Background: an optimization exercise with open tools, aiming at small area, a short achievable clock period and few clock cycles. Do not read the settings as production practice. Where RTL was checked, it was by simulation tests only, not by an equivalence proof against the original. Power figures rest on the tool's default switching activity, not on a simulated workload.

==> v1 <==
// sha1_message_digest
module sha1_message_digest (
	input  wire logic         clk,
	input  wire logic         arst_n,
	input  wire logic         push,
	output logic              full,
	input  wire logic [9:0]   item,
	output logic              empty,
	input  wire logic         pop,
	output logic [159:0]      digest
);
==> flow/config.mk <==
export PLATFORM = sky130hd
export DESIGN_NAME = sha1_message_digest
export DESIGN_NICKNAME = sha1_message_digest
export VERILOG_FILES = /design/flow/design.v
export SDC_FILE = /design/flow/constraint.sdc
export NUM_CORES = 4
export LEC_CHECK = 0
export ABC_CLOCK_PERIOD_IN_PS = 1800
export CAP_MARGIN = 20
export CORE_MARGIN = 2
export CORE_UTILIZATION = 50
export CTS_CLUSTER_DIAMETER = 100
export CTS_CLUSTER_SIZE = 30
export SETUP_SLACK_MARGIN = 5
export SLEW_MARGIN = 20
export SYNTH_HIERARCHICAL = 1
export TNS_END_PERCENT = 0
==> flow/constraint.sdc <==
create_clock -name core_clock -period 8.0 [get_ports {clk}]
set_input_delay 1.6000 -clock core_clock [delete_from_list [all_inputs] [get_ports {clk}]]
set_output_delay 1.6000 -clock core_clock [all_outputs]
set_load 0.01 [all_outputs]
run.sh (not shown) runs the stock make flow with config.mk's settings and CLKGATE_MAP_FILE= SYNTH_SCRIPT=/design/flow/synth_recipe.tcl, a recipe that flattens the netlist after the stock synthesis.
==> v3 (differences from v1) <==
--- a/flow/design.v
+++ b/flow/design.v
@@ -193,17 +193,16 @@
 	logic        is75_q, is77_q, is78_q, is79_q, ge76_q, le75_q, le12_q;
 	logic [31:0] a_q, b_q, c_q, d_q, pre_q;
 	logic [31:0] x1_q, x0_q;
 	logic [31:0] win_q [16];
 	logic [31:0] h0_q;
 	logic [31:0] k_q;   
-	logic [31:0] kh_q;  
 	logic        xsel_q;
 	logic [31:0] ring_q [4];
-	logic [31:0] c_d, dn, d_d, x1_d, x0_d, pre_d, k_next, e0n, h0sel;
-	logic [31:0] tmp, sched, sum, opnd, xv;
+	logic [31:0] c_d, dn, d_d, x1_d, x0_d, pre_d, k_next, e0n, h0sel, h0add;
+	logic [31:0] tmp, sched, sched_h, sum, opnd, xv;
 	logic        t79, ring_step, ring_init;
 	assign valid_q = !empty;
 	assign digest = {h0_q, ring_q[0], ring_q[1], ring_q[2], ring_q[3]};
 	assign t79    = is79_q;
 	assign abort  = run_q && is75_q && own_q && valid_q;
 	assign take   = is78_q && nx_q;
@@ -317,34 +316,33 @@
 			2'd0:    k_next = K_CH;
 			2'd1:    k_next = K_PAR_LO;
 			2'd2:    k_next = K_MAJ;
 			default: k_next = K_PAR_HI;
 		endcase
 		h0sel = first_q ? H0_INIT : h0_q;
-		if (is77_q)
-			k_next = kh_q;
 		e0n   = blk_first ? H4_INIT : ring_q[1];
+		h0add = is77_q ? h0sel : 32'd0;
 	end
 	always_comb begin
 		opnd = ring_q[3];
 		xv   = xsel_q ? a_q : {a_q[1:0], a_q[31:2]};
 	end
 	assign ring_step = ge76_q && (run_q || !blk_first);
 	assign ring_init = run_q && is75_q && first_q && !(own_q && valid_q);
 	sha1md_round u_add_a (.a5({a_q[26:0], a_q[31:27]}), .b(b_q), .x1(x1_q), .x0(x0_q),
 		.pre(pre_q), .s(tmp));
 	sha1md_add3 u_add_pre (.x(d_q), .y(k_q), .z(win_q[0]), .s(pre_d));
+	sha1md_add2 u_add_w (.x({sched[30:0], sched[31]}), .y(h0add), .s(sched_h));
 	sha1md_add2 u_add_ring (.x(opnd), .y(xv), .s(sum));
 	assign sched = win_q[2] ^ win_q[7] ^ win_q[13] ^ win_q[15];
 	always_ff @(posedge clk) begin
-		win_q[0] <= bst ? w_head : {sched[30:0], sched[31]};
+		win_q[0] <= bst ? w_head : sched_h;
 		for (int i = 1; i < 16; i++)
 			win_q[i] <= win_q[i-1];
 		pre_q <= pre_d;
 		k_q   <= k_next;
-		kh_q  <= K_PAR_HI + h0sel;
 		x1_q  <= x1_d;
 		x0_q  <= x0_d;
 		c_q   <= c_d;
 		d_q   <= d_d;
 		if (run_q && !(t79 && blk_first))
 			a_q <= tmp;
==> flow/config.mk (replaced) <==
export PLATFORM = sky130hd
export DESIGN_NAME = sha1_message_digest
export DESIGN_NICKNAME = sha1_message_digest
export VERILOG_FILES = /design/flow/design.v
export SDC_FILE = /design/flow/constraint.sdc
export NUM_CORES = 4
export LEC_CHECK = 0
export ABC_CLOCK_PERIOD_IN_PS = 1800
export CAP_MARGIN = 10
export CORE_MARGIN = 2
export CORE_UTILIZATION = 50
export CTS_CLUSTER_DIAMETER = 100
export CTS_CLUSTER_SIZE = 30
export SETUP_SLACK_MARGIN = 5
export SLEW_MARGIN = 10
export SYNTH_HIERARCHICAL = 1
export TNS_END_PERCENT = 0
==> v5 (differences from v1) <==
--- a/flow/design.v
+++ b/flow/design.v
@@ -193,17 +193,16 @@
 	logic        is75_q, is77_q, is78_q, is79_q, ge76_q, le75_q, le12_q;
 	logic [31:0] a_q, b_q, c_q, d_q, pre_q;
 	logic [31:0] x1_q, x0_q;
 	logic [31:0] win_q [16];
 	logic [31:0] h0_q;
 	logic [31:0] k_q;   
-	logic [31:0] kh_q;  
 	logic        xsel_q;
 	logic [31:0] ring_q [4];
-	logic [31:0] c_d, dn, d_d, x1_d, x0_d, pre_d, k_next, e0n, h0sel;
-	logic [31:0] tmp, sched, sum, opnd, xv;
+	logic [31:0] c_d, dn, d_d, x1_d, x0_d, pre_d, k_next, e0n, h0sel, h0add;
+	logic [31:0] tmp, sched, sched_h, sum, opnd, xv;
 	logic        t79, ring_step, ring_init;
 	assign valid_q = !empty;
 	assign digest = {h0_q, ring_q[0], ring_q[1], ring_q[2], ring_q[3]};
 	assign t79    = is79_q;
 	assign abort  = run_q && is75_q && own_q && valid_q;
 	assign take   = is78_q && nx_q;
@@ -317,34 +316,33 @@
 			2'd0:    k_next = K_CH;
 			2'd1:    k_next = K_PAR_LO;
 			2'd2:    k_next = K_MAJ;
 			default: k_next = K_PAR_HI;
 		endcase
 		h0sel = first_q ? H0_INIT : h0_q;
-		if (is77_q)
-			k_next = kh_q;
 		e0n   = blk_first ? H4_INIT : ring_q[1];
+		h0add = is77_q ? h0sel : 32'd0;
 	end
 	always_comb begin
 		opnd = ring_q[3];
 		xv   = xsel_q ? a_q : {a_q[1:0], a_q[31:2]};
 	end
 	assign ring_step = ge76_q && (run_q || !blk_first);
 	assign ring_init = run_q && is75_q && first_q && !(own_q && valid_q);
 	sha1md_round u_add_a (.a5({a_q[26:0], a_q[31:27]}), .b(b_q), .x1(x1_q), .x0(x0_q),
 		.pre(pre_q), .s(tmp));
 	sha1md_add3 u_add_pre (.x(d_q), .y(k_q), .z(win_q[0]), .s(pre_d));
+	sha1md_add2 u_add_w (.x({sched[30:0], sched[31]}), .y(h0add), .s(sched_h));
 	sha1md_add2 u_add_ring (.x(opnd), .y(xv), .s(sum));
 	assign sched = win_q[2] ^ win_q[7] ^ win_q[13] ^ win_q[15];
 	always_ff @(posedge clk) begin
-		win_q[0] <= bst ? w_head : {sched[30:0], sched[31]};
+		win_q[0] <= bst ? w_head : sched_h;
 		for (int i = 1; i < 16; i++)
 			win_q[i] <= win_q[i-1];
 		pre_q <= pre_d;
 		k_q   <= k_next;
-		kh_q  <= K_PAR_HI + h0sel;
 		x1_q  <= x1_d;
 		x0_q  <= x0_d;
 		c_q   <= c_d;
 		d_q   <= d_d;
 		if (run_q && !(t79 && blk_first))
 			a_q <= tmp;
--- a/flow/config.mk
+++ b/flow/config.mk
@@ -6,12 +6,10 @@
 export NUM_CORES = 4
 export LEC_CHECK = 0
 export ABC_CLOCK_PERIOD_IN_PS = 1800
 export CAP_MARGIN = 20
 export CORE_MARGIN = 2
 export CORE_UTILIZATION = 50
-export CTS_CLUSTER_DIAMETER = 100
-export CTS_CLUSTER_SIZE = 30
 export SETUP_SLACK_MARGIN = 5
 export SLEW_MARGIN = 20
 export SYNTH_HIERARCHICAL = 1
 export TNS_END_PERCENT = 0
==> metrics.cfg <==
[run_status]
outcome = no timing/DRC/antenna violations

[critical_path]
worstReg2RegStart = u_back.xsel_q

[timing]
fin_skew_ps = 42.5

[hold_path]
whs_endpoint = u_back.win_q[9][26]

[power]
p_total_mw = 17.3
p_comb_mw = 0.671

[grt]
use_met1 = 0.327

[finish]
nFillCells = 9179

-- figures above: v5

==> metrics.cfg <==
[power]
p_total_mw = 14.0
p_comb_mw = 0.642

[run_status]
outcome = no timing/DRC/antenna violations

[timing]
fin_skew_ps = 28.8

[critical_path]
worstReg2RegStart = u_back.a_q[15]

-- figures above: v1

==> metrics.cfg <==
[finish]
nFillCells = 9565

[hold_path]
whs_endpoint = u_back.win_q[15][31]

[critical_path]
worstReg2RegStart = u_back.a_q[31]

[power]
p_total_mw = 13.5

[grt]
use_met1 = 0.328

[run_status]
outcome = no timing/DRC/antenna violations

-- figures above: v3

Testbench counts of v3, summed over its fixed seeds: cycles 79,557.
Testbench counts of v5, summed over its fixed seeds: cycles 79,557.
Function not checked in v1: the RTL went through the layout flow alone.

* * *

==> run a: inputs <==
==> flow/design.v <==
`default_nettype none
module sha1md_front (
	input  wire logic         clk,
	input  wire logic         arst_n,
	input  wire logic         push,
	output logic              full,
	input  wire logic [9:0]   item,
	input  wire logic [3:0]   phase,
	output logic              push_w,
	output logic [3:0]        widx,
	output logic [31:0]       wdata,
	input  wire logic         commit,
	output logic              blk_ready,
	output logic              blk_first,
	output logic              blk_last
);
	localparam logic [1:0] S_DATA = 2'd0;
	localparam logic [1:0] S_MARK = 2'd1;
	localparam logic [1:0] S_ZERO = 2'd2;
	logic        s_v;
	logic [9:0]  s_it;
	logic [7:0]  s_byte;
	logic        s_has;
	logic        s_end;
	logic [1:0]  st_q, st_d;
	logic [60:0] cnt_q, cnt_d;
	logic [1:0]  lane;
	logic [7:0]  asm_q [3];
	logic [4:0]  fcnt_q, fcnt_d;
	logic        lenblk_q;
	logic        first_q;
	logic        can_push;
	logic        consume;
	logic        last_push;
	logic        accept;
	logic [31:0] mark_w;
	logic [31:0] pw_q;
	logic        pw_v;
	logic        aligned;
	logic        pw_load;
	logic        pw_v_d;
	logic [1:0]  phase_n;
	assign s_byte = s_it[9:2];
	assign s_has  = s_it[1];
	assign s_end  = s_it[0];
	assign lane   = cnt_q[1:0];
	assign blk_ready = fcnt_q[4];
	assign widx      = fcnt_q[3:0];
	assign aligned   = phase[1:0] == fcnt_q[1:0];
	assign can_push  = !fcnt_q[4] && aligned;
	assign consume   = s_v && (st_q == S_DATA) && !(s_has && lane == 2'd3 && pw_v && !can_push);
	assign pw_load   = consume && s_has && lane == 2'd3;
	assign push_w    = (st_q == S_DATA) ? (pw_v && can_push) : can_push;
	assign last_push = (st_q == S_ZERO) && lenblk_q && fcnt_q[3:0] == 4'd15;
	always_comb begin
		for (int k = 0; k < 4; k++)
			if (2'(k) < lane)
				mark_w[31 - 8 * k -: 8] = asm_q[k];
			else if (2'(k) == lane)
				mark_w[31 - 8 * k -: 8] = 8'h80;
			else
				mark_w[31 - 8 * k -: 8] = 8'h00;
	end
	always_comb begin
		case (st_q)
			S_DATA:  wdata = pw_q;
			S_MARK:  wdata = pw_v ? pw_q : mark_w;
			default: wdata = !lenblk_q ? 32'd0 :
				(fcnt_q[3:0] == 4'd14) ? cnt_q[60:29] :
				(fcnt_q[3:0] == 4'd15) ? {cnt_q[28:0], 3'b000} : 32'd0;
		endcase
	end
	always_comb begin
		st_d = st_q;
		case (st_q)
			S_DATA: if (consume && s_end) st_d = S_MARK;
			S_MARK: if (push_w && !pw_v) st_d = S_ZERO;
			default: if (last_push && can_push) st_d = S_DATA;
		endcase
	end
	always_comb begin
		cnt_d = cnt_q;
		if (consume && s_has)
			cnt_d = cnt_q + 61'd1;
		else if (last_push && can_push)
			cnt_d = '0;
	end
	assign fcnt_d = commit ? 5'd0 : push_w ? fcnt_q + 5'd1 : fcnt_q;
	assign accept  = push && !full;
	assign pw_v_d  = pw_load || (pw_v && !push_w);
	assign phase_n = phase[1:0] + 2'd1;
	always_ff @(posedge clk or negedge arst_n) begin
		if (!arst_n) begin
			s_v       <= 1'b0;
			pw_v      <= 1'b0;
			full      <= 1'b0;
			st_q      <= S_DATA;
			cnt_q     <= '0;
			fcnt_q    <= '0;
			lenblk_q  <= 1'b0;
			first_q   <= 1'b1;
			blk_first <= 1'b0;
			blk_last  <= 1'b0;
		end else begin
			s_v    <= accept || (s_v && !consume);
			full   <= (accept || (s_v && !consume)) &&
				!(st_d == S_DATA && (cnt_d[1:0] != 2'd3 || !pw_v_d ||
				(!fcnt_d[4] && phase_n == fcnt_d[1:0])));
			pw_v   <= pw_v_d;
			st_q   <= st_d;
			fcnt_q <= fcnt_d;
			cnt_q  <= cnt_d;
			if (st_q == S_MARK && push_w && !pw_v)
				lenblk_q <= fcnt_q[3:0] <= 4'd13 || fcnt_q[3:0] == 4'd15;
			else if (st_q == S_ZERO && can_push && fcnt_q[3:0] == 4'd15)
				lenblk_q <= 1'b1;
			if (push_w && fcnt_q[3:0] == 4'd15) begin
				blk_first <= first_q;
				blk_last  <= last_push;
				first_q   <= last_push;
			end
		end
	end
	always_ff @(posedge clk) begin
		if (accept)
			s_it <= item;
		if (pw_load)
			pw_q <= {asm_q[0], asm_q[1], asm_q[2], s_byte};
		for (int k = 0; k < 3; k++)
			if (consume && s_has && lane == 2'(k))
				asm_q[k] <= s_byte;
	end
endmodule
`default_nettype wire
`default_nettype none
module sha1md_jobq (
	input  wire logic        clk,
	input  wire logic [3:0]  phase,
	input  wire logic        wr,
	input  wire logic [3:0]  widx,
	input  wire logic [31:0] wdata,
	output logic [31:0]      head
);
	logic [31:0] ring_q [16];
	logic [1:0]  port;
	assign head = ring_q[15];
	assign port = 2'((phase - widx) >> 2);
	always_ff @(posedge clk) begin
		for (int i = 0; i < 16; i++) begin
			if (i % 4 == 0 && wr && port == 2'(i / 4))
				ring_q[i] <= wdata;
			else
				ring_q[i] <= ring_q[(i + 15) % 16];
		end
	end
endmodule
`default_nettype wire
`default_nettype none
module sha1md_back (
	input  wire logic         clk,
	input  wire logic         arst_n,
	input  wire logic         blk_ready,
	input  wire logic         blk_first,
	input  wire logic         blk_last,
	input  wire logic [31:0]  w_head,
	output logic [3:0]        phase,
	output logic              commit,
	input  wire logic         pop,
	output logic              empty,
	output logic [159:0]      digest
);
	localparam logic [31:0] H0_INIT = 32'h67452301;
	localparam logic [31:0] H1_INIT = 32'hefcdab89;
	localparam logic [31:0] H2_INIT = 32'h98badcfe;
	localparam logic [31:0] H3_INIT = 32'h10325476;
	localparam logic [31:0] H4_INIT = 32'hc3d2e1f0;
	localparam logic [31:0] K_CH     = 32'h5a827999;
	localparam logic [31:0] K_PAR_LO = 32'h6ed9eba1;
	localparam logic [31:0] K_MAJ    = 32'h8f1bbcdc;
	localparam logic [31:0] K_PAR_HI = 32'hca62c1d6;
	logic        run_q;
	logic [6:0]  t_q, t_d;
	logic        nx_q;
	logic        own_q;
	logic        first_q;
	logic        last_q;
	logic        valid_q;   
	logic        fch_q, fmaj_q;
	logic [1:0]  kph_q;
	logic        abort;
	logic        take;
	logic        run_d;
	logic        bst, bst_d;
	logic        is75_q, is77_q, is78_q, is79_q, ge76_q, le75_q, le12_q;
	logic [31:0] a_q, b_q, c_q, d_q, pre_q;
	logic [31:0] win_q [16];
	logic [31:0] h0_q;
	logic [31:0] kh_q;
	logic [31:0] ring_q [4];
	logic [31:0] x1, x0;
	logic [31:0] f, tmp, sched, sum, opnd, xv, k_next, p1, h_init;
	logic        t79, ring_step;
	assign valid_q = !empty;
	assign digest = {h0_q, ring_q[0], ring_q[1], ring_q[2], ring_q[3]};
	assign t79    = is79_q;
	assign abort  = run_q && is75_q && own_q && valid_q;
	assign take   = is78_q && nx_q;
	assign commit = (take && (!blk_first || (!valid_q && !(run_q && last_q)))) ||
		(own_q && run_q && le75_q && !valid_q);
	always_comb begin
		t_d   = t_q;
		run_d = run_q;
		if (!run_q) begin
			if (is75_q) begin
				if (blk_ready && phase == 4'd13)
					t_d = 7'd76;
			end else if (t79) begin
				t_d   = 7'd0;
				run_d = 1'b1;
			end else begin
				t_d = t_q + 7'd1;
			end
		end else if (abort) begin
			run_d = 1'b0;
		end else if (t79) begin
			if (nx_q) begin
				t_d = 7'd0;
			end else begin
				t_d   = 7'd75;
				run_d = 1'b0;
			end
		end else begin
			t_d = t_q + 7'd1;
		end
	end
	assign bst_d = (is77_q && blk_ready) || (is78_q && nx_q) || (t79 && nx_q) ||
		(run_q && le12_q);
	always_ff @(posedge clk or negedge arst_n) begin
		if (!arst_n) begin
			run_q   <= 1'b0;
			phase   <= 4'd0;
			t_q     <= 7'd75;
			nx_q    <= 1'b0;
			own_q   <= 1'b0;
			first_q <= 1'b0;
			last_q  <= 1'b0;
			empty   <= 1'b1;
			bst     <= 1'b0;
			fch_q   <= 1'b0;
			fmaj_q  <= 1'b0;
			kph_q   <= 2'd0;
			is75_q  <= 1'b1;
			is77_q  <= 1'b0;
			is78_q  <= 1'b0;
			is79_q  <= 1'b0;
			ge76_q  <= 1'b0;
			le75_q  <= 1'b1;
			le12_q  <= 1'b0;
		end else begin
			is75_q <= t_d == 7'd75;
			is77_q <= t_d == 7'd77;
			is78_q <= t_d == 7'd78;
			is79_q <= t_d == 7'd79;
			ge76_q <= t_d >= 7'd76;
			le75_q <= t_d <= 7'd75;
			le12_q <= t_d <= 7'd12;
			run_q <= run_d;
			phase <= phase + 4'd1;
			t_q   <= t_d;
			bst   <= bst_d;
			nx_q  <= is77_q ? blk_ready : is78_q ? nx_q : 1'b0;
			if (take && !commit)
				own_q <= 1'b1;
			else if (commit || abort)
				own_q <= 1'b0;
			if (t79 && nx_q) begin
				first_q <= blk_first;
				last_q  <= blk_last;
			end
			if (run_q && t79 && last_q)
				empty <= 1'b0;
			else if (pop)
				empty <= 1'b1;
			fch_q  <= t_d <= 7'd19;
			fmaj_q <= t_d >= 7'd40 && t_d <= 7'd59;
			kph_q  <= (t_d >= 7'd79 || t_d <= 7'd18) ? 2'd0 :
				(t_d <= 7'd38) ? 2'd1 : (t_d <= 7'd58) ? 2'd2 : 2'd3;
		end
	end
	always_comb begin
		if (fch_q) begin
			x1 = c_q;
			x0 = d_q;
		end else if (fmaj_q) begin
			x1 = c_q | d_q;
			x0 = c_q & d_q;
		end else begin
			x1 = ~(c_q ^ d_q);
			x0 = c_q ^ d_q;
		end
		f   = (b_q & x1) | (~b_q & x0);
		tmp = {a_q[26:0], a_q[31:27]} + f + pre_q;
	end
	always_comb begin
		case (kph_q)
			2'd0:    k_next = K_CH;
			2'd1:    k_next = K_PAR_LO;
			2'd2:    k_next = K_MAJ;
			default: k_next = K_PAR_HI;
		endcase
		if (t79)
			p1 = blk_first ? H4_INIT : ring_q[2];
		else
			p1 = d_q;
		if (run_q && is78_q)
			k_next = kh_q;
	end
	always_comb begin
		case (t_q[1:0])
			2'd0:    h_init = H4_INIT;  
			2'd1:    h_init = H3_INIT;  
			2'd2:    h_init = H2_INIT;  
			default: h_init = H1_INIT;  
		endcase
		opnd = (run_q && first_q) ? h_init : ring_q[3];
		xv   = !run_q ? 32'd0 : t79 ? a_q : {a_q[1:0], a_q[31:2]};
		sum  = opnd + xv;
	end
	assign ring_step = ge76_q && (run_q || !blk_first);
	assign sched = win_q[2] ^ win_q[7] ^ win_q[13] ^ win_q[15];
	always_ff @(posedge clk) begin
		win_q[0] <= bst ? w_head : {sched[30:0], sched[31]};
		for (int i = 1; i < 16; i++)
			win_q[i] <= win_q[i-1];
		pre_q <= p1 + k_next + win_q[0];
		kh_q  <= K_PAR_HI + (first_q ? H0_INIT : h0_q);
		if (run_q && !(t79 && blk_first))
			a_q <= tmp;
		else
			a_q <= blk_first ? H0_INIT : h0_q;
		if (t79) begin
			b_q <= blk_first ? H1_INIT : sum;
			c_q <= blk_first ? H2_INIT : ring_q[0];
			d_q <= blk_first ? H3_INIT : ring_q[1];
		end else begin
			b_q <= a_q;
			c_q <= {b_q[1:0], b_q[31:2]};
			d_q <= c_q;
		end
		if (run_q && t79)
			h0_q <= tmp;
		if (ring_step) begin
			ring_q[0] <= sum;
			ring_q[1] <= ring_q[0];
			ring_q[2] <= ring_q[1];
			ring_q[3] <= ring_q[2];
		end
	end
endmodule
`default_nettype wire
`default_nettype none
module sha1_message_digest (
	input  wire logic         clk,
	input  wire logic         arst_n,
	input  wire logic         push,
	output logic              full,
	input  wire logic [9:0]   item,
	output logic              empty,
	input  wire logic         pop,
	output logic [159:0]      digest
);
	logic        push_w;
	logic [31:0] wdata;
	logic [31:0] w_head;
	logic [3:0]  phase;
	logic [3:0]  widx;
	logic        commit;
	logic        blk_ready;
	logic        blk_first;
	logic        blk_last;
	sha1md_front u_front (
		.clk       (clk),
		.arst_n    (arst_n),
		.push      (push),
		.full      (full),
		.item      (item),
		.phase     (phase),
		.push_w    (push_w),
		.widx      (widx),
		.wdata     (wdata),
		.commit    (commit),
		.blk_ready (blk_ready),
		.blk_first (blk_first),
		.blk_last  (blk_last)
	);
	sha1md_jobq u_jobq (
		.clk    (clk),
		.phase  (phase),
		.wr     (push_w),
		.widx   (widx),
		.wdata  (wdata),
		.head   (w_head)
	);
	sha1md_back u_back (
		.clk       (clk),
		.arst_n    (arst_n),
		.blk_ready (blk_ready),
		.blk_first (blk_first),
		.blk_last  (blk_last),
		.w_head    (w_head),
		.phase     (phase),
		.commit    (commit),
		.pop       (pop),
		.empty     (empty),
		.digest    (digest)
	);
endmodule
`default_nettype wire
==> flow/run.sh <==
#!/bin/bash
# synth_recipe.tcl (not shown) runs the flow's synth.tcl, then flattens the netlist and writes it again
# the make line also repeats each setting of config.mk as NAME=value (left out here)
make -C /OpenROAD-flow-scripts/flow DESIGN_CONFIG=/design/flow/config.mk WORK_HOME=/design/flow/orfs CLKGATE_MAP_FILE= SYNTH_SCRIPT=/design/flow/synth_recipe.tcl finish
==> flow/config.mk <==
export PLATFORM = sky130hd
export DESIGN_NAME = sha1_message_digest
export DESIGN_NICKNAME = sha1_message_digest
export VERILOG_FILES = /design/flow/design.v
export SDC_FILE = /design/flow/constraint.sdc
export NUM_CORES = 4
export LEC_CHECK = 0
export ABC_CLOCK_PERIOD_IN_PS = 1800
export CAP_MARGIN = 20
export CORE_MARGIN = 2
export CORE_UTILIZATION = 50
export SETUP_SLACK_MARGIN = 5
export SLEW_MARGIN = 20
export TNS_END_PERCENT = 0
==> flow/constraint.sdc <==
create_clock -name core_clock -period 8.0 [get_ports {clk}]
set_input_delay 1.6000 -clock core_clock [delete_from_list [all_inputs] [get_ports {clk}]]
set_output_delay 1.6000 -clock core_clock [all_outputs]
set_load 0.01 [all_outputs]
==> run b: changes against run a <==
--- a/flow/design.v
+++ b/flow/design.v
@@ -123,5 +123,5 @@
 	end
 	always_ff @(posedge clk) begin
-		if (accept)
+		if (!s_v || consume)
 			s_it <= item;
 		if (pw_load)
@@ -186,6 +186,5 @@
 	logic        last_q;
 	logic        valid_q;   
-	logic        fch_q, fmaj_q;
-	logic [1:0]  kph_q;
+	logic [1:0]  kph_q, kph_n;
 	logic        abort;
 	logic        take;
@@ -194,11 +193,13 @@
 	logic        is75_q, is77_q, is78_q, is79_q, ge76_q, le75_q, le12_q;
 	logic [31:0] a_q, b_q, c_q, d_q, pre_q;
+	logic [31:0] x1_q, x0_q;
 	logic [31:0] win_q [16];
 	logic [31:0] h0_q;
-	logic [31:0] kh_q;
+	logic [31:0] k_q;   
+	logic        xsel_q;
 	logic [31:0] ring_q [4];
-	logic [31:0] x1, x0;
-	logic [31:0] f, tmp, sched, sum, opnd, xv, k_next, p1, h_init;
-	logic        t79, ring_step;
+	logic [31:0] c_d, dn, d_d, x1_d, x0_d, pre_d, k_next, e0n, h0sel, h0add;
+	logic [31:0] tmp, sched, sched_h, sum, opnd, xv;
+	logic        t79, ring_step, ring_init;
 	assign valid_q = !empty;
 	assign digest = {h0_q, ring_q[0], ring_q[1], ring_q[2], ring_q[3]};
@@ -234,4 +235,6 @@
 		end
 	end
+	assign kph_n = (t_d >= 7'd79 || t_d <= 7'd18) ? 2'd0 :
+		(t_d <= 7'd38) ? 2'd1 : (t_d <= 7'd58) ? 2'd2 : 2'd3;
 	assign bst_d = (is77_q && blk_ready) || (is78_q && nx_q) || (t79 && nx_q) ||
 		(run_q && le12_q);
@@ -247,6 +250,4 @@
 			empty   <= 1'b1;
 			bst     <= 1'b0;
-			fch_q   <= 1'b0;
-			fmaj_q  <= 1'b0;
 			kph_q   <= 2'd0;
 			is75_q  <= 1'b1;
@@ -254,4 +255,5 @@
 			is78_q  <= 1'b0;
 			is79_q  <= 1'b0;
+			xsel_q  <= 1'b0;
 			ge76_q  <= 1'b0;
 			le75_q  <= 1'b1;
@@ -262,4 +264,5 @@
 			is78_q <= t_d == 7'd78;
 			is79_q <= t_d == 7'd79;
+			xsel_q <= run_d && t_d == 7'd79;
 			ge76_q <= t_d >= 7'd76;
 			le75_q <= t_d <= 7'd75;
@@ -282,26 +285,33 @@
 			else if (pop)
 				empty <= 1'b1;
-			fch_q  <= t_d <= 7'd19;
-			fmaj_q <= t_d >= 7'd40 && t_d <= 7'd59;
-			kph_q  <= (t_d >= 7'd79 || t_d <= 7'd18) ? 2'd0 :
-				(t_d <= 7'd38) ? 2'd1 : (t_d <= 7'd58) ? 2'd2 : 2'd3;
+			kph_q  <= kph_n;
 		end
 	end
 	always_comb begin
-		if (fch_q) begin
-			x1 = c_q;
-			x0 = d_q;
-		end else if (fmaj_q) begin
-			x1 = c_q | d_q;
-			x0 = c_q & d_q;
+		if (t79) begin
+			c_d = blk_first ? H2_INIT : ring_q[0];
+			dn  = blk_first ? H3_INIT : ring_q[1];
 		end else begin
-			x1 = ~(c_q ^ d_q);
-			x0 = c_q ^ d_q;
+			c_d = {b_q[1:0], b_q[31:2]};
+			dn  = c_q;
 		end
-		f   = (b_q & x1) | (~b_q & x0);
-		tmp = {a_q[26:0], a_q[31:27]} + f + pre_q;
+		d_d = is78_q ? e0n : dn;
+		case (kph_q)
+			2'd0: begin
+				x1_d = c_d;
+				x0_d = dn;
+			end
+			2'd2: begin
+				x1_d = c_d | dn;
+				x0_d = c_d & dn;
+			end
+			default: begin
+				x1_d = ~(c_d ^ dn);
+				x0_d = c_d ^ dn;
+			end
+		endcase
 	end
 	always_comb begin
-		case (kph_q)
+		case (kph_n)
 			2'd0:    k_next = K_CH;
 			2'd1:    k_next = K_PAR_LO;
@@ -309,46 +319,48 @@
 			default: k_next = K_PAR_HI;
 		endcase
-		if (t79)
-			p1 = blk_first ? H4_INIT : ring_q[2];
-		else
-			p1 = d_q;
-		if (run_q && is78_q)
-			k_next = kh_q;
+		h0sel = first_q ? H0_INIT : h0_q;
+		e0n   = blk_first ? H4_INIT : ring_q[1];
+		h0add = is77_q ? h0sel : 32'd0;
 	end
 	always_comb begin
-		case (t_q[1:0])
-			2'd0:    h_init = H4_INIT;  
-			2'd1:    h_init = H3_INIT;  
-			2'd2:    h_init = H2_INIT;  
-			default: h_init = H1_INIT;  
-		endcase
-		opnd = (run_q && first_q) ? h_init : ring_q[3];
-		xv   = !run_q ? 32'd0 : t79 ? a_q : {a_q[1:0], a_q[31:2]};
-		sum  = opnd + xv;
+		opnd = ring_q[3];
+		xv   = xsel_q ? a_q : {a_q[1:0], a_q[31:2]};
 	end
 	assign ring_step = ge76_q && (run_q || !blk_first);
+	assign ring_init = run_q && is75_q && first_q && !(own_q && valid_q);
+	sha1md_round u_add_a (.a5({a_q[26:0], a_q[31:27]}), .b(b_q), .x1(x1_q), .x0(x0_q),
+		.pre(pre_q), .s(tmp));
+	sha1md_add3 u_add_pre (.x(d_q), .y(k_q), .z(win_q[0]), .s(pre_d));
+	sha1md_add2 u_add_w (.x({sched[30:0], sched[31]}), .y(h0add), .s(sched_h));
+	sha1md_add2 u_add_ring (.x(opnd), .y(xv), .s(sum));
 	assign sched = win_q[2] ^ win_q[7] ^ win_q[13] ^ win_q[15];
 	always_ff @(posedge clk) begin
-		win_q[0] <= bst ? w_head : {sched[30:0], sched[31]};
+		win_q[0] <= bst ? w_head : sched_h;
 		for (int i = 1; i < 16; i++)
 			win_q[i] <= win_q[i-1];
-		pre_q <= p1 + k_next + win_q[0];
-		kh_q  <= K_PAR_HI + (first_q ? H0_INIT : h0_q);
+		pre_q <= pre_d;
+		k_q   <= k_next;
+		x1_q  <= x1_d;
+		x0_q  <= x0_d;
+		c_q   <= c_d;
+		d_q   <= d_d;
 		if (run_q && !(t79 && blk_first))
 			a_q <= tmp;
-		else
+		else if (t79)
 			a_q <= blk_first ? H0_INIT : h0_q;
-		if (t79) begin
+		else
+			a_q <= 32'd0;
+		if (t79)
 			b_q <= blk_first ? H1_INIT : sum;
-			c_q <= blk_first ? H2_INIT : ring_q[0];
-			d_q <= blk_first ? H3_INIT : ring_q[1];
-		end else begin
+		else
 			b_q <= a_q;
-			c_q <= {b_q[1:0], b_q[31:2]};
-			d_q <= c_q;
-		end
 		if (run_q && t79)
 			h0_q <= tmp;
-		if (ring_step) begin
+		if (ring_init) begin
+			ring_q[0] <= H1_INIT;
+			ring_q[1] <= H2_INIT;
+			ring_q[2] <= H3_INIT;
+			ring_q[3] <= H4_INIT;
+		end else if (ring_step) begin
 			ring_q[0] <= sum;
 			ring_q[1] <= ring_q[0];
@@ -358,4 +370,79 @@
 	end
 endmodule
+`default_nettype wire
+`default_nettype none
+module sha1md_round (
+	input  wire logic [31:0] a5,
+	input  wire logic [31:0] b,
+	input  wire logic [31:0] x1,
+	input  wire logic [31:0] x0,
+	input  wire logic [31:0] pre,
+	output logic [31:0]      s
+);
+	logic [31:0] u, v;
+	assign u = a5 ^ pre;
+	assign v = a5 & pre;
+	sha1md_csa u_csa (.u(u), .v(v), .b(b), .x1(x1), .x0(x0), .s(s));
+endmodule
+module sha1md_csa (
+	input  wire logic [31:0] u,
+	input  wire logic [31:0] v,
+	input  wire logic [31:0] b,
+	input  wire logic [31:0] x1,
+	input  wire logic [31:0] x0,
+	output logic [31:0]      s
+);
+	logic [31:0] f, sv, cv;
+	assign f  = (b & x1) | (~b & x0);
+	assign sv = u ^ f;
+	assign cv = (v | u) & (v | f);
+	sha1md_add2 u_add (.x(sv), .y({cv[30:0], 1'b0}), .s(s));
+endmodule
+module sha1md_add3 (
+	input  wire logic [31:0] x,
+	input  wire logic [31:0] y,
+	input  wire logic [31:0] z,
+	output logic [31:0]      s
+);
+	logic [31:0] sv, cv;
+	assign sv = x ^ y ^ z;
+	assign cv = (x & y) | (x & z) | (y & z);
+	sha1md_add2 u_add (.x(sv), .y({cv[30:0], 1'b0}), .s(s));
+endmodule
+module sha1md_add2 (
+	input  wire logic [31:0] x,
+	input  wire logic [31:0] y,
+	output logic [31:0]      s
+);
+	logic [31:0] g, p, c;
+	assign g = x & y;
+	assign p = x ^ y;
+	sha1md_pfx u_pfx (.g(g), .p(p), .c(c));
+	assign s = p ^ {c[30:0], 1'b0};
+endmodule
+module sha1md_pfx (
+	input  wire logic [31:0] g,
+	input  wire logic [31:0] p,
+	output logic [31:0]      c
+);
+	logic [31:0] gl [6];
+	logic [31:0] pl [6];
+	always_comb begin
+		gl[0] = g;
+		pl[0] = p;
+		for (int l = 0; l < 5; l++) begin
+			for (int i = 0; i < 32; i++) begin
+				if (i >= (1 << l)) begin
+					gl[l + 1][i] = gl[l][i] | (pl[l][i] & gl[l][i - (1 << l)]);
+					pl[l + 1][i] = pl[l][i] & pl[l][i - (1 << l)];
+				end else begin
+					gl[l + 1][i] = gl[l][i];
+					pl[l + 1][i] = pl[l][i];
+				end
+			end
+		end
+		c = gl[5];
+	end
+endmodule
 `default_nettype wire
 `default_nettype none
--- a/flow/config.mk
+++ b/flow/config.mk
@@ -10,5 +10,9 @@
 export CORE_MARGIN = 2
 export CORE_UTILIZATION = 50
+export CTS_CLUSTER_DIAMETER = 100
+export CTS_CLUSTER_SIZE = 30
+export PLACE_DENSITY = 0.72
 export SETUP_SLACK_MARGIN = 5
 export SLEW_MARGIN = 20
+export SYNTH_HIERARCHICAL = 1
 export TNS_END_PERCENT = 0
==> run c: changes against run a <==
--- a/flow/config.mk
+++ b/flow/config.mk
@@ -6,5 +6,5 @@
 export NUM_CORES = 4
 export LEC_CHECK = 0
-export ABC_CLOCK_PERIOD_IN_PS = 1800
+export ABC_CLOCK_PERIOD_IN_PS = 2400
 export CAP_MARGIN = 20
 export CORE_MARGIN = 2
@@ -12,3 +12,3 @@
 export SETUP_SLACK_MARGIN = 5
 export SLEW_MARGIN = 20
-export TNS_END_PERCENT = 0
+export TNS_END_PERCENT = 5
==> Implementation_results.wiki <==
{| class="wikitable"
! Metric !! Value
|-
| Worst hold path endpoint || u_back.win_q[2][11]
|-
| Sequential power share || 0.667
|-
| End of the worst register-to-register path || u_back.win_q[0][28]
|-
| Critical Path Source || u_back.ring_q[1][0]
|-
| Weighted congestion reported at the end of routability-driven placement || a little over 0.9
|-
| Worst Reg2Reg Path Length in Cells || 14
|-
| Run status || no timing/DRC/antenna violations
|-
| Dpl ws || around 4.6 ns
|-
| Power dissipated in sequential cells || ~0.009 W
|}
(the above is from run b)
==> Implementation_results.wiki <==
{| class="wikitable"
! Metric !! Value
|-
| Run status || no timing/DRC/antenna violations
|-
| Final Total Pwr || between 0.015 and 0.02 W
|-
| Dpl ws || 2.89 ns
|-
| Worst hold path endpoint || u_back.win_q[15][5]
|-
| Power dissipated in sequential cells || slightly below 0.009 W
|-
| Sequential power share || 0.504
|-
| Worst Reg2Reg Path Length in Cells || 18
|-
| End of the worst register-to-register path || u_back.a_q[31]
|}
(the above is from run c)
==> Implementation_results.wiki <==
{| class="wikitable"
! Metric !! Value
|-
| Setup total negative slack || 0 ns
|-
| Run status || no timing/DRC/antenna violations
|-
| Tightest Pin Transition || approximately 1.1 ns
|-
| Critical Path Source || u_back.t_q[0]
|-
| Startpoint type of the worst setup path || register
|-
| Power dissipated in sequential cells || a little under 0.009 W
|-
| Resized cells post-CTS || 30
|-
| Number of global-route vias before repair || between 30000 and 40000
|-
| End of the worst register-to-register path || u_back.ring_q[0][28]
|-
| Cell-by-cell trace of the critical path || ha_1 > and3_1 > a21o_1 > ha_1 > fa_1 > a211oi_1 > o21bai_1 > o21ai_1 > a21oi_2 > o21ai_2 > o311a_1 > nor3_1 > xor2_1 > buf_4
|-
| Worst Reg2Reg Path Length in Cells || 14
|-
| Number of pins exceeding their max-slew limit in the final report || 0
|-
| Sequential power share || 0.515
|-
| Dpl ws || around 3.4 ns
|}
(the above is from run a)
Testbench counts of run b, summed over its fixed seeds: cycles 79,557.
No functional check of the RTL was part of run a and run c.

-- what the ideal ports hide --
In the flow no input, the clock included, has a driving cell. The finished layouts below were timed again as built, in two steps. Step 1, drivers: a clkbuf_16 drives clk and a buf_2 each remaining input, both assumed. Step 2 also shifts input and output timing later by t, the mid clock arrival at the registers, as if the neighbouring blocks saw the same clock. a / b / c = ideal ports / drivers / drivers and shift; a / b = the first two.
run | t, ns | setup WS [ns] | worst setup path at the end | slew at the worst register clock pin (ns) | worst slew at a driven data input, ns
v1 | 0.744 | 4.632 / 4.558 / 4.724 | register to register | 0.12 / 0.12 | 0.05
v3 | 0.790 | 4.760 / 4.688 / 4.814 | register to register | 0.12 / 0.12 | 0.03
v5 | 0.834 | 4.822 / 4.780 / 4.822 | register to register | 0.07 / 0.07 | 0.03
run a | 0.817 | 3.691 / 3.691 / 3.691 | register to register | 0.07 / 0.07 | 0.05
run b | 0.790 | 4.766 / 4.700 / 4.805 | register to register | 0.12 / 0.12 | 0.05
run c | 0.828 | 3.826 / 3.826 / 3.826 | register to register | 0.07 / 0.07 | 0.04
After both steps setup and hold are still met in every run listed.
